From an optimization exercise on the open Yosys and OpenROAD flow, aimed at small area and few clock cycles per item; shortcuts taken in it are not production practice. Where RTL was checked, it was by simulation tests only, not by an equivalence proof against the original. Power is estimated from default activity; no workload was simulated.

==> trial 38 <==
## dot_top
module dot_top (
    input  logic        clk,
    input  logic        rst,
    input  dot_pkg::sample_vec_t a_data,
    input  logic        a_last,
    input  logic        a_valid,
    output logic        a_ready,
    input  dot_pkg::sample_vec_t b_data,
    input  logic        b_valid,
    output logic        b_ready,
    output dot_pkg::sum_t        out_data,
    output logic        out_last,
    output logic        out_valid,
    input  logic        out_ready
);
    logic stage_ready;
    logic join_fire;
    assign stage_ready = ~out_valid | out_ready;
    assign a_ready   = b_valid & stage_ready;
    assign b_ready   = a_valid & stage_ready;
    assign join_fire = a_valid & b_valid & stage_ready;
    always_ff @(posedge clk) begin
        if (rst) begin
            out_valid <= 1'b0;
        end else if (join_fire) begin
            out_valid <= 1'b1;
        end else if (out_ready) begin
            out_valid <= 1'b0;
        end
    end
  ...
export LEC_CHECK = 0
export CAP_MARGIN = 20
export CORE_MARGIN = 2
export CORE_UTILIZATION = 40
export GPL_TIMING_DRIVEN = 0
export SLEW_MARGIN = 20
export SYNTH_HIERARCHICAL = 1
export SYNTH_MINIMUM_KEEP_SIZE = 0
create_clock -name core_clock -period 5.5 [get_ports {clk}]
standard.sh (not shown) runs the stock make flow with config.mk's settings and CLKGATE_MAP_FILE= SYNTH_SCRIPT=/design/flow/synth_recipe.tcl, a recipe that flattens the netlist after the stock synthesis.
==> flow/flow/run.sh <==
#!/bin/bash
# The standard layout (the standard.sh, all of it), with two changes:
# the port buffers are the smallest buffer cell, and before floorplanning
# every combinational cell is set to its smallest drive strength
# (flow/downsize.tcl); the flow's repair steps size cells up where timing
# needs it. Every tool's output is in standard.log here and in ORFS's own
# logs under orfs/logs.
set -e
export BUFFER_PORTS_ARGS="-buffer_cell sky130_fd_sc_hd__buf_1"
export PRE_FLOORPLAN_TCL="$PWD/flow/downsize.tcl"
bash standard.sh > standard.log 2>&1
==> flow/flow/downsize.tcl <==
# Run before floorplanning (PRE_FLOORPLAN_TCL): put every combinational cell
# in the smallest drive strength of its footprint. Floorplanning's timing
# repair and the later repair steps size up again where timing needs it.
set db [ord::get_db]
set block [ord::get_db_block]
set dont_use [split $::env(DONT_USE_CELLS)]
set swapped 0
foreach inst [$block getInsts] {
  set m [$inst getMaster]
  if { [$m isSequential] } { continue }
  set name [$m getName]
  if { ![regexp {^(sky130_fd_sc_hd__[a-z0-9]+)_([0-9]+)$} $name -> base drive] } { continue }
  set best $m
  foreach d {0 1 2} {
    set cand [$db findMaster ${base}_$d]
    if { $cand eq "NULL" } { continue }
    if { [lsearch -exact $dont_use ${base}_$d] >= 0 } { continue }
    if { [$cand getWidth] < [$best getWidth] } { set best $cand }
  }
  if { $best ne $m } {
    $inst swapMaster $best
    incr swapped
  }
}
puts "downsize.tcl: swapped $swapped cells to a smaller drive strength"
==> inputs of trial 26, as changes to trial 38 <==
GPL_TIMING_DRIVEN = default   (was 0)
==> inputs of trial 37, as changes to trial 38 <==
--- a/flow/flow/run.sh
+++ b/flow/flow/run.sh
@@ -8,4 +8,6 @@
 set -e
 export BUFFER_PORTS_ARGS="-buffer_cell sky130_fd_sc_hd__buf_1"
 export PRE_FLOORPLAN_TCL="$PWD/flow/downsize.tcl"
+export GLOBAL_PLACEMENT_ARGS="-keep_resize_below_overflow 0"
+export CTS_ARGS="-sink_clustering_enable -repair_clock_nets -root_buf sky130_fd_sc_hd__clkbuf_8 -buf_list sky130_fd_sc_hd__clkbuf_8 -dont_use_dummy_load"
 bash standard.sh > standard.log 2>&1
GPL_TIMING_DRIVEN = default   (was 0)
==> notes.md <==
Trial 26 finished with timing, DRC and antenna clean. Trial 38 produced a clean layout. Trial 37 produced a clean layout. Via count is about the same in trial 37 and trial 38. In synthesized cell count, trial 26 and trial 37 do not differ. The lowest global-route usage belongs to trial 38, the highest to trial 26. Of trial 38 and trial 37, trial 38 has the higher combinational power (gap about 3%, measured against trial 37).
Testbench counts of trial 38, summed over its fixed seeds: cycles 16,008, items 16,000.
Testbench counts of trial 26, summed over its fixed seeds: cycles 16,008, items 16,000.
Testbench counts of trial 37, summed over its fixed seeds: cycles 16,008, items 16,000.

* * *

==> run a: inputs <==
dot_top, a different RTL version from the one above (not shown whole).
==> flow/config.mk <==
export PLATFORM = sky130hd
export DESIGN_NAME = dot_top
export DESIGN_NICKNAME = dot_top
export VERILOG_FILES = /design/flow/design.v
export SDC_FILE = /design/flow/constraint.sdc
export NUM_CORES = 4
export LEC_CHECK = 0
export CAP_MARGIN = 20
export CORE_MARGIN = 2
export CORE_UTILIZATION = 40
export SLEW_MARGIN = 20
export SYNTH_HIERARCHICAL = 1
export SYNTH_MINIMUM_KEEP_SIZE = 0
==> flow/constraint.sdc <==
create_clock -name core_clock -period 5.5 [get_ports {clk}]
set_input_delay 1.1000 -clock core_clock [delete_from_list [all_inputs] [get_ports {clk}]]
set_output_delay 1.1000 -clock core_clock [all_outputs]
set_load 0.01 [all_outputs]
==> flow/flow/run.sh <==
#!/bin/bash
# The standard layout (the standard.sh, all of it), with two changes:
# the port buffers are the smallest buffer cell, and before floorplanning
# every combinational cell is set to its smallest drive strength
# (flow/downsize.tcl); the flow's repair steps size cells up where timing
# needs it. Every tool's output is in standard.log here and in ORFS's own
# logs under orfs/logs.
set -e
export BUFFER_PORTS_ARGS="-buffer_cell sky130_fd_sc_hd__buf_1"
export PRE_FLOORPLAN_TCL="$PWD/flow/downsize.tcl"
bash standard.sh > standard.log 2>&1
Scripts as last shown in full above: flow/flow/downsize.tcl
==> run b: changes against run a <==
--- a/flow/flow/run.sh
+++ b/flow/flow/run.sh
@@ -8,4 +8,5 @@
 set -e
 export BUFFER_PORTS_ARGS="-buffer_cell sky130_fd_sc_hd__buf_1"
 export PRE_FLOORPLAN_TCL="$PWD/flow/downsize.tcl"
+export GLOBAL_PLACEMENT_ARGS="-keep_resize_below_overflow 0"
 bash standard.sh > standard.log 2>&1
==> notes <==
- Maximum frequency: run b is smaller than run a (about 4%).
- Between run b and run a, the lower global-route usage is in run b (gap 1.1 points).
- Design area: run a is larger than run b (about 3%).
- In synthesized cell count, run b and run a do not differ.
- Against run a, the wire length of run b is lower by about 4%.
- Of run a and run b, run a has the higher total power (gap 0.21%, measured against run b).
- Non-clock buffer count: run b is lower than run a (42).
- Against run a, the critical path depth of run b is lower by 1.
- Count of clock-buffer cells in the layout is the same in run a and run b.
==> figures <==
| metric | run a | run b |
|---|---|---|
| Result of the run | finished clean | finished clean |
| Capture instance of the worst register-to-register path | r3_0$_DFFE_PP_ | r4_1$_DFFE_PP_ |
| Final design area excluding fillers | 0.00742 mm^2 | 0.00721 mm^2 |
| Met3 Wirelength | 706 um | 625 um |
| Comb. pwr | 3.56 mW | 3.53 mW |
| Post-layout minimum cycle time | 5.11 ns | 5.32 ns |
| Non-clock buffers, area share | 0.0865 | 0.0460 |
| Dpl cell area | 0.00734 mm^2 | 0.00703 mm^2 |
| Clock network share of area | 0.0106 | 0.0123 |
| Overall power consumption | 4.34 mW | 4.33 mW |
| Max IR drop VDD | 0.294 mV | 0.277 mV |
| HPWL after detailed placement | 15,200 um | 14,600 um |
| Share of post-route cells with drive strength above 1 | 0.0643 | 0.0350 |
| Origin of the worst setup path | b_data[1] | b_data[9] |
| Routed vias | 4,847 | 4,725 |
| FF-to-FF setup slack | 3.83 ns | 3.85 ns |
| Post-Route Skew | 0.00149 ns | 0.00203 ns |
| Delay of the slowest cell on the worst path | 0.60 ns | 0.57 ns |
| Wire length on met1 | 7300 um | 7100 um |
No run of this note included a check of the RTL's function; only the layout flow was run.

[re-timing with driven ports]
How much do the figures lean on ideal ports? The routed layouts below were timed once more, with nothing changed but the port constraints. Step 1 sets driving cells, clkbuf_16 on the clock port and buf_2 on the other inputs (assumed; they add their load-dependent delay and slew). Step 2 times the ports against the registers' clock, not the clock port: input delays grow and output delays shrink by t, the midpoint of the rising clock arrivals with the driver on. Slacks: ideal / step 1 / step 2; pairs: ideal / step 1.
run	shift t [ns]	setup WS [ns]	worst setup path at the end	worst slew at a driven data input, ns	pins driven straight from the clock port
trial 38	0.286	0.194 / 0.198 / -0.088	input to register	0.04	1
trial 26	0.287	0.487 / 0.492 / 0.205	input to register	0.04	1
trial 37	0.283	0.201 / 0.203 / -0.080	input to register	0.04	1
run a	0.282	0.387 / 0.393 / 0.111	input to register	0.04	1
run b	0.287	0.182 / 0.194 / -0.093	input to register	0.04	1
Met with ideal ports but missed after step 2: setup timing in trial 38, trial 37 and run b.
